This is an optimization exercise on Yosys and OpenROAD, whose aim is small area and a short achievable clock period, not a production implementation.
Function was checked by simulation only, so behaviour that the tests miss may differ from the original.
Power figures rest on the tool's default switching activity, not on a simulated workload.

==> design/flow/config.mk <==
export PLATFORM = sky130hd
export DESIGN_NAME = execStage
export DESIGN_NICKNAME = execStage
export VERILOG_FILES = /design/flow/design.v
export SDC_FILE = /design/flow/constraint.sdc
export NUM_CORES = 4
export LEC_CHECK = 0
export CAP_MARGIN = 20
export CORE_MARGIN = 2
export CORE_UTILIZATION = 25
export PLACE_DENSITY = 0.35
export SLEW_MARGIN = 20
==> design/flow/constraint.sdc <==
create_clock -name core_clock -period 13.5 [get_ports {clk}]
set_input_delay 2.7000 -clock core_clock [delete_from_list [all_inputs] [get_ports {clk}]]
set_output_delay 2.7000 -clock core_clock [all_outputs]
set_load 0.01 [all_outputs]
==> design/flow/design.v <==
package rvTypes_pkg;
    typedef enum logic [6:0] {
        OP_R      = 7'b0110011,
        OP_IMM    = 7'b0010011,
        OP_LOAD   = 7'b0000011,
        OP_STORE  = 7'b0100011,
        OP_BRANCH = 7'b1100011,
        OP_JAL    = 7'b1101111,
        OP_JALR   = 7'b1100111,
        OP_LUI    = 7'b0110111
    } opcodeT;
    typedef enum logic [3:0] {
        ALU_ADD = 4'd0,
        ALU_SUB = 4'd1,
        ALU_AND = 4'd2,
        ALU_OR  = 4'd3,
        ALU_XOR = 4'd4,
        ALU_SLT = 4'd5,
        ALU_SLL = 4'd6,
        ALU_SRL = 4'd7
    } aluCtrlT;
    typedef enum logic [1:0] {
        BR_NONE = 2'b00,
        BR_COND = 2'b01,
        BR_JAL  = 2'b10,
        BR_JALR = 2'b11
    } branchT;
    typedef enum logic [1:0] {
        RES_ALU = 2'b00,
        RES_IMM = 2'b01,
        RES_PC4 = 2'b10,
        RES_MEM = 2'b11
    } resultSrcT;
    typedef enum logic [2:0] {
        IMM_I = 3'b000,
        IMM_S = 3'b001,
        IMM_B = 3'b010,
        IMM_J = 3'b011,
        IMM_U = 3'b100
    } immSrcT;
    typedef struct packed {
        logic [6:0] funct7;
        logic [4:0] rs2;
        logic [4:0] rs1;
        logic [2:0] funct3;
        logic [4:0] rd;
        logic [6:0] opcode;
    } rTypeT;
    typedef struct packed {
        logic [11:0] imm11_0;
        logic [4:0]  rs1;
        logic [2:0]  funct3;
        logic [4:0]  rd;
        logic [6:0]  opcode;
    } iTypeT;
    typedef struct packed {
        logic [6:0] imm11_5;
        logic [4:0] rs2;
        logic [4:0] rs1;
        logic [2:0] funct3;
        logic [4:0] imm4_0;
        logic [6:0] opcode;
    } sTypeT;
    typedef struct packed {
        logic       imm12;
        logic [5:0] imm10_5;
        logic [4:0] rs2;
        logic [4:0] rs1;
        logic [2:0] funct3;
        logic [3:0] imm4_1;
        logic       imm11;
        logic [6:0] opcode;
    } bTypeT;
    typedef struct packed {
        logic [19:0] imm31_12;
        logic [4:0]  rd;
        logic [6:0]  opcode;
    } uTypeT;
    typedef struct packed {
        logic       imm20;
        logic [9:0] imm10_1;
        logic       imm11;
        logic [7:0] imm19_12;
        logic [4:0] rd;
        logic [6:0] opcode;
    } jTypeT;
    typedef union packed {
        rTypeT r;
        iTypeT i;
        sTypeT s;
        bTypeT b;
        uTypeT u;
        jTypeT j;
    } instrT;
endpackage
`timescale 1ns/1ps
module mainDecoder (
    input  rvTypes_pkg::opcodeT    op,
    output rvTypes_pkg::branchT    branch,
    output rvTypes_pkg::immSrcT    immSrc,
    output logic                   aluSrc,      
    output rvTypes_pkg::resultSrcT resultSrc,
    output logic                   regWrite,
    output logic                   memWrite,
    output logic [1:0]             aluOp
);
    always_comb begin
        aluOp     = 2'b00;
        aluSrc    = 1'b0;
        resultSrc = rvTypes_pkg::RES_ALU;
        regWrite  = 1'b0;
        memWrite  = 1'b0;
        immSrc    = rvTypes_pkg::IMM_I;
        branch    = rvTypes_pkg::BR_NONE;
        case (op)
            rvTypes_pkg::OP_R: begin
                aluOp    = 2'b10;               
                regWrite = 1'b1;
            end
            rvTypes_pkg::OP_IMM: begin
                aluOp    = 2'b10;
                aluSrc   = 1'b1;
                regWrite = 1'b1;
                immSrc   = rvTypes_pkg::IMM_I;
            end
            rvTypes_pkg::OP_LOAD: begin
                aluSrc    = 1'b1;               
                resultSrc = rvTypes_pkg::RES_MEM;
                regWrite  = 1'b1;
                immSrc    = rvTypes_pkg::IMM_I;
            end
            rvTypes_pkg::OP_STORE: begin
                aluSrc   = 1'b1;
                memWrite = 1'b1;
                immSrc   = rvTypes_pkg::IMM_S;
            end
            rvTypes_pkg::OP_BRANCH: begin
                aluOp  = 2'b01;                 
                immSrc = rvTypes_pkg::IMM_B;
                branch = rvTypes_pkg::BR_COND;
            end
            rvTypes_pkg::OP_JAL: begin
                aluOp     = 2'b01;
                aluSrc    = 1'b1;
                resultSrc = rvTypes_pkg::RES_PC4;            
                regWrite  = 1'b1;
                immSrc    = rvTypes_pkg::IMM_J;
                branch    = rvTypes_pkg::BR_JAL;
            end
            rvTypes_pkg::OP_JALR: begin
                aluSrc    = 1'b1;               
                resultSrc = rvTypes_pkg::RES_PC4;
                regWrite  = 1'b1;
                immSrc    = rvTypes_pkg::IMM_I;
                branch    = rvTypes_pkg::BR_JALR;
            end
            rvTypes_pkg::OP_LUI: begin
                resultSrc = rvTypes_pkg::RES_IMM;            
                regWrite  = 1'b1;
                immSrc    = rvTypes_pkg::IMM_U;
            end
            default: begin
                regWrite = 1'b0;
                memWrite = 1'b0;
            end
        endcase
    end
endmodule
`timescale 1ns/1ps
module aluDecoder (
    input  logic [1:0]           aluOp,
    input  logic [2:0]           funct3,
    input  logic                 funct7b5,
    input  logic                 opb5,       
    output rvTypes_pkg::aluCtrlT aluCtrl
);
    always_comb begin
        case (aluOp)
            2'b00: aluCtrl = rvTypes_pkg::ALU_ADD;       
            2'b01: aluCtrl = rvTypes_pkg::ALU_SUB;       
            default: begin
                case (funct3)
                    3'b000: begin
                        if (funct7b5 && opb5) begin
                            aluCtrl = rvTypes_pkg::ALU_SUB;
                        end else begin
                            aluCtrl = rvTypes_pkg::ALU_ADD;
                        end
                    end
                    3'b001:  aluCtrl = rvTypes_pkg::ALU_SLL;
                    3'b010:  aluCtrl = rvTypes_pkg::ALU_SLT;
                    3'b100:  aluCtrl = rvTypes_pkg::ALU_XOR;
                    3'b101:  aluCtrl = rvTypes_pkg::ALU_SRL;
                    3'b110:  aluCtrl = rvTypes_pkg::ALU_OR;
                    3'b111:  aluCtrl = rvTypes_pkg::ALU_AND;
                    default: aluCtrl = rvTypes_pkg::ALU_ADD;    
                endcase
            end
        endcase
    end
endmodule
`timescale 1ns/1ps
module immExtend (
    input  rvTypes_pkg::instrT  instr,
    input  rvTypes_pkg::immSrcT immSrc,
    output logic [32-1:0]    immExt
);
    always_comb begin
        case (immSrc)
            rvTypes_pkg::IMM_I: begin
                immExt = {{(32-12){instr.i.imm11_0[11]}}, instr.i.imm11_0};
            end
            rvTypes_pkg::IMM_S: begin
                immExt = {{(32-12){instr.s.imm11_5[6]}},
                          instr.s.imm11_5, instr.s.imm4_0};
            end
            rvTypes_pkg::IMM_B: begin
                immExt = {{(32-13){instr.b.imm12}}, instr.b.imm12, instr.b.imm11,
                          instr.b.imm10_5, instr.b.imm4_1, 1'b0};
            end
            rvTypes_pkg::IMM_J: begin
                immExt = {{(32-21){instr.j.imm20}}, instr.j.imm20, instr.j.imm19_12,
                          instr.j.imm11, instr.j.imm10_1, 1'b0};
            end
            rvTypes_pkg::IMM_U: begin
                immExt = {instr.u.imm31_12, 12'b0};    
            end
            default: begin
                immExt = '0;
            end
        endcase
    end
endmodule
`timescale 1ns/1ps
module alu (
    input  logic [32-1:0]     a,
    input  logic [32-1:0]     b,
    input  rvTypes_pkg::aluCtrlT aluCtrl,
    output logic [32-1:0]     result,
    output logic                 zero
);
    logic       lessThan;
    logic [4:0] shamt;
    assign lessThan = $signed(a) < $signed(b);    
    assign shamt    = b[4:0];
    always_comb begin
        case (aluCtrl)
            rvTypes_pkg::ALU_ADD: result = a + b;
            rvTypes_pkg::ALU_SUB: result = a - b;
            rvTypes_pkg::ALU_AND: result = a & b;
            rvTypes_pkg::ALU_OR:  result = a | b;
            rvTypes_pkg::ALU_XOR: result = a ^ b;
            rvTypes_pkg::ALU_SLT: result = {{(32-1){1'b0}}, lessThan};
            rvTypes_pkg::ALU_SLL: result = a << shamt;
            rvTypes_pkg::ALU_SRL: result = a >> shamt;        
            default: result = '0;
        endcase
    end
    assign zero = (result == '0);
endmodule
`timescale 1ns/1ps
module regFile (
    input  logic                   clk,
    input  logic                   rstN,
    input  logic                   we,
    input  logic [5-1:0] ra1,
    input  logic [5-1:0] ra2,
    input  logic [5-1:0] wa,
    input  logic [32-1:0]       wd,
    output logic [32-1:0]       rd1,
    output logic [32-1:0]       rd2
);
    logic [32-1:0] regs [32];
    always_ff @(posedge clk or negedge rstN) begin
        if (!rstN) begin
            for (int i = 0; i < 32; i++) begin
                regs[i] <= '0;
            end
        end else if (we && (wa != '0)) begin
            regs[wa] <= wd;                        
        end
    end
    assign rd1 = (ra1 == '0) ? '0 : regs[ra1];
    assign rd2 = (ra2 == '0) ? '0 : regs[ra2];
endmodule
`timescale 1ns/1ps
module pcSelect (
    input  logic [32-1:0]    pc,
    input  logic [32-1:0]    immExt,
    input  logic [32-1:0]    aluResult,
    input  rvTypes_pkg::branchT branch,
    input  logic                funct3b0,    
    input  logic                zero,
    output logic [32-1:0]    pcNext,
    output logic [32-1:0]    pcPlus4
);
    logic [32-1:0] pcTarget;
    logic             condTaken;
    assign pcPlus4   = pc + 4;
    assign pcTarget  = pc + immExt;
    assign condTaken = zero ^ funct3b0;
    always_comb begin
        case (branch)
            rvTypes_pkg::BR_COND: pcNext = condTaken ? pcTarget : pcPlus4;
            rvTypes_pkg::BR_JAL:  pcNext = pcTarget;
            rvTypes_pkg::BR_JALR: pcNext = {aluResult[32-1:1], 1'b0};    
            default: pcNext = pcPlus4;
        endcase
    end
endmodule
`timescale 1ns/1ps
module execStage (
    input  logic               clk,
    input  logic               rstN,
    input  logic [32-1:0]   instr,
    input  logic [32-1:0]   pc,
    input  logic               instrValid,
    input  logic [32-1:0]   readData,       
    output logic [32-1:0]   memAddr,
    output logic [32-1:0]   memWriteData,
    output logic               memWrite,
    output logic [32-1:0]   pcNext
);
    rvTypes_pkg::instrT            instrU;            
    assign instrU = instr;
    rvTypes_pkg::branchT           branch;
    rvTypes_pkg::immSrcT           immSrc;
    rvTypes_pkg::resultSrcT        resultSrc;
    rvTypes_pkg::aluCtrlT          aluCtrl;
    logic             aluSrc;
    logic             regWrite;
    logic             memWriteDec;
    logic [1:0]       aluOp;
    logic [32-1:0] immExt;
    logic [32-1:0] rs1Data;
    logic [32-1:0] rs2Data;
    logic [32-1:0] srcB;
    logic [32-1:0] aluResult;
    logic             zero;
    logic [32-1:0] pcPlus4;
    logic [32-1:0] result;
    mainDecoder mainDec_i (
        .op        (rvTypes_pkg::opcodeT'(instrU.r.opcode)),
        .branch    (branch),
        .immSrc    (immSrc),
        .aluSrc    (aluSrc),
        .resultSrc (resultSrc),
        .regWrite  (regWrite),
        .memWrite  (memWriteDec),
        .aluOp     (aluOp)
    );
    aluDecoder aluDec_i (
        .aluOp    (aluOp),
        .funct3   (instrU.r.funct3),
        .funct7b5 (instrU.r.funct7[5]),
        .opb5     (instrU.r.opcode[5]),
        .aluCtrl  (aluCtrl)
    );
    immExtend immExt_i (
        .instr  (instrU),
        .immSrc (immSrc),
        .immExt (immExt)
    );
    regFile regFile_i (
        .clk  (clk),
        .rstN (rstN),
        .we   (instrValid & regWrite),    
        .ra1  (instrU.r.rs1),
        .ra2  (instrU.r.rs2),
        .wa   (instrU.r.rd),
        .wd   (result),
        .rd1  (rs1Data),
        .rd2  (rs2Data)
    );
    assign srcB = aluSrc ? immExt : rs2Data;
    alu alu_i (
        .a       (rs1Data),
        .b       (srcB),
        .aluCtrl (aluCtrl),
        .result  (aluResult),
        .zero    (zero)
    );
    pcSelect pcSel_i (
        .pc        (pc),
        .immExt    (immExt),
        .aluResult (aluResult),
        .branch    (branch),
        .funct3b0  (instrU.r.funct3[0]),
        .zero      (zero),
        .pcNext    (pcNext),
        .pcPlus4   (pcPlus4)
    );
    always_comb begin
        case (resultSrc)
            rvTypes_pkg::RES_IMM: result = immExt;
            rvTypes_pkg::RES_PC4: result = pcPlus4;      
            rvTypes_pkg::RES_MEM: result = readData;
            default: result = aluResult;
        endcase
    end
    assign memAddr      = aluResult;
    assign memWriteData = rs2Data;
    assign memWrite     = instrValid & memWriteDec;
endmodule
==> design/flow/run.sh <==
#!/bin/bash
# synth_recipe.tcl (not shown) runs the flow's synth.tcl, then flattens the netlist and writes it again
# the make line also repeats each setting of config.mk as NAME=value (left out here)
make -C /OpenROAD-flow-scripts/flow DESIGN_CONFIG=/design/flow/config.mk WORK_HOME=/design/flow/orfs CLKGATE_MAP_FILE= SYNTH_SCRIPT=/design/flow/synth_recipe.tcl finish
==> results.toml <==
[logic_synthesis]
postSynthAreaPerCell_um2 = 8.05
yosysTopAreaCell = "dfrtp_1"
ys_types = 102
yosys_warnings = 8
synth_top_area_share_pct = 40.2
synth_edf_count = 0
syn_inst = 7669
async_reset_ff_share_pct = 100
muxShareOfSynthArea_pct = 1.90
netlist_area_um2 = 61700
synthesis.nets = 7904
ys_seq_elements = 992
synth_top_family_by_area = "compound AO/OA/AOI/OAI gates"
ys.flop_type = "dfrtp_1"
synth_compound_area_share_pct = 26.8
synth.area.top_cells = "dfrtp_1 (40%), o21ai_0 (9.4%), nand2_1 (8.5%)"
synth_fa_ha_area_share_pct = 2.79
synth-simple-area-share_pct = 21.8
yosysSeqAreaShare_pct = 40.2
synthXorXnorAreaFrac_pct = 1.01

[floorplanning]
die_y_um = 501
rows = 182
die_w_um = 501
dieArea_um2 = 251000
initial_core_util_pct = 25.1
coreArea_um2 = 246000
ios = 196

[setup_path]
r2r_start = "regFile_i.regs[30][0]$_DFFE_PN0P_"
crit_type = "in2out"
required_ps = 10800
worstPathArrival_ps = 10680
timing.critical_path.from = "instr[16]"
crit_buf_inv = 7
worstSetupEndpointType = "primary output"
cp_max_fo = 56
critPathSlowestCell = "a2111oi_0"
timing.critical_path.mode_cell = "buf_4"
critPathLaunchType = "input pin"
crit_family = "simple AND/OR/NAND/NOR gates"
critical-path-max-stage-delay_ps = 640

[global_route]
overflow = 0
grt_pass1_vias = 67000
grt_usage_pct = 36.6
grt_max_degree = 151
grt_pass1_wl_um = 630000
antenna_found_initial = 33

[layout]
nets = 8686
regMostFlops = "regFile_i.regs"
largest_reg_flops = 992
synthToLayoutAreaGrowth_pct = 30.4
top_regs = "regFile_i.regs: 992 flops"
drive_above_1_share_pct = 19.7

[detailed_routing]
wire_per_inst_um = 40.1
routed_wl_um = 472000
route.detailed.drc = 0
vias_per_cell = 6.00
drt_iter0_drc = 10000
ant_nets = 0
vias = 70700
first_pass_iters = 10

[sta]
slew_violations = 0
fmax_ghz = 0.0748
hold-worst-slack_ps = 509
fin_crit_sh_pct = 99.1
fin_skew_ps = 136
relSlewSlack_pct = 19.2
setup_viol = 0
hold_viol_final = 0
fin_ws_ps = 124
worst_slew_pin_slew_ps = 1210
period_needed_ps = 13380
rsz0062_at_grt = "true"

[place]
io_buffers = 195
dpl.hpwl_um = 332000
place_congestion = 0.983
pre_cts_ws_ps = -1230

[pwr]
ir_worst_vdd_mv = 0.119
leakagePower_nw = 34.9
power.density_nw_per_um2 = 96.0

[clocking]
clk_path_buf_depth = 3
clk_pin_slew_worst_paths_ps = 60
clock_latency_ps = 870
cts_sinks = 992
cts_tree = "yes"
htree_levels = 3
hold_buffers = 0
cts_buffers = 118
cts_root_buf = "clkbuf_16"

[hold_path]
hold_path.startpoint = "regFile_i.regs[23][10]$_DFFE_PN0P_"
min_path_type = "reg2reg"

[run]
drv_cap = 0

[outcome]
outcome = "no timing/DRC/antenna violations"
per-stage QoR:
step | cells | TNS, ps | instance area, µm² | total power [mW] | utilization (%)
final | 11800 | 0 | 80500 | 7.73 | 32.7
after floorplan | 7669 | 0 | 61700 | 3.53 | -
after global routing | 11800 | -127 | 80400 | 7.93 | 32.7
after global placement | 11500 | -37250 | 75200 | 4.32 | 30.6
after CTS | 11800 | -135 | 80000 | 7.74 | 32.6
after detailed placement | 11500 | -36070 | 75200 | 4.32 | 30.6
cells in the final DEF (no fill, tap or decap), types with 32 or more instances in the layout:
cell type,count
a2111oi_0,45
a211oi_1,32
a21o_1,41
a21oi_1,264
a222oi_1,65
a22oi_1,546
a31oi_1,51
and3_1,203
buf_12,72
buf_4,1074
clkbuf_16,119
clkdlybuf4s50_1,150
dfrtp_1,992
ha_1,128
inv_1,128
mux2i_1,102
nand2_1,1368
nand3_1,501
nand4_1,161
nor2_1,184
nor2_4,57
nor3_1,106
o211ai_1,57
o21ai_0,1135
o21ai_1,32
xnor2_1,45
worst reg2reg max path, delay by kind of cell, from the launching register on:
kind / cells / cell delay (ps)
buf+inv: 12 / 2040
simple gates: 5 / 1050
fa+ha+maj: 2 / 680
compound gates: 13 / 2730
flops: 1 / 540
worst paths after layout:
path	cells after the start	endpoint	slack, ps
hold reg to reg	2	regFile_i.regs[23][10]$_DFFE_PN0P_	510
min in group asynchronous	1	regFile_i.regs[26][19]$_DFFE_PN0P_	1870
max in group asynchronous	4	regFile_i.regs[27][23]$_DFFE_PN0P_	8690
setup reg to reg	32	regFile_i.regs[22][30]$_DFFE_PN0P_	6360
hold / removal	2	regFile_i.regs[23][10]$_DFFE_PN0P_	510
setup / recovery	30	pcNext[30]	120
layout make-up:
class                           count  area, µm²
Antenna cell                       10       25.0
Tap cell                         3220       4030
Fill cell                       26000     165000
Sequential cell                   992      24800
Multi-Input combinational cell   5837      35200
Clock inverter                     47        603
Timing Repair Buffer             1371      11900
Clock buffer                      171       3420
Inverter                          131        492
synth_stat cells (all sizes together) (24+ instances only):
cell type     n
nand2      1394
o21ai      1194
dfrtp       992
clkbuf      600
a22oi       547
nand3       511
a21oi       283
nor2        246
and3        206
nand4       161
ha          133
inv         130
nor3        122
buf         111
mux2i       106
a222oi       65
a2111oi      61
a31oi        58
o211ai       58
xnor2        46
a21o         42
nor4         37
a211oi       34
and2         32
a221oi       27
nor2b        27
a221o        26
o221ai       25
xor2         25
and4         24
repair_timing:
item                                    in CTS  in global routing
endpoints found under the hold margin        0                  0
gates cloned                                 3                  1
endpoints found under the setup margin      32                 32
gates resized for setup                    174                 82
pin swaps                                   27                 30
setup buffers                               27                  8
cell families after synthesis:
group | Yosys count
AND/OR/NAND/NOR | 2891
AO/OA/AOI/OAI | 2623
flip-flops | 992
buffers and inverters | 842
adder cells (fa/ha/maj) | 136
multiplexers | 114
XOR/XNOR | 71
power by group:
| group | switching (mW) | leakage, nW | internal [mW] |
|---|---|---|---|
| Clock | 1.48 | 1.96 | 1.92 |
| Sequential | 0.0374 | 13.8 | 3.00 |
| Combinational | 0.868 | 19.1 | 0.416 |
| Total | 2.39 | 34.9 | 5.34 |
metal layers:
layer / vias to the layer above / global-route usage, % / wire length [µm]
li1: 29700 / - / -
met1: 35900 / 50.7 / 206000
met2: 4174 / 54.8 / 202000
met3: 957 / 6.69 / 38600
met4: 10 / 16.9 / 25700
met5: - / 0 / 72

## static timing again, ports no longer ideal
Ports are ideal in the flow. The routed layout listed here was re-timed in OpenROAD. Step 1 (the two cells are an assumption about what drives the block):
set clk [get_ports {clk}]
set_driving_cell -lib_cell sky130_fd_sc_hd__clkbuf_16 $clk
set_driving_cell -lib_cell sky130_fd_sc_hd__buf_2 [delete_from_list [all_inputs] $clk]
Step 2 also shifts input and output timing later by t, the mid clock arrival at the registers, as if the neighbouring blocks saw the same clock. Slacks: ideal / step 1 / step 2; pairs: ideal / step 1.
t (ns): 0.899
slack for setup (ns): 0.124 / 0.100 / 0.100
worst setup path at the end: input to output
slew at the worst register clock pin (ns): 0.07 / 0.07
pins driven straight from the clock port: 1
After both steps this run still meets setup and hold. For this run, drivers alone change the setup slack by -0.024 ns; drivers and shift together by -0.024 ns.
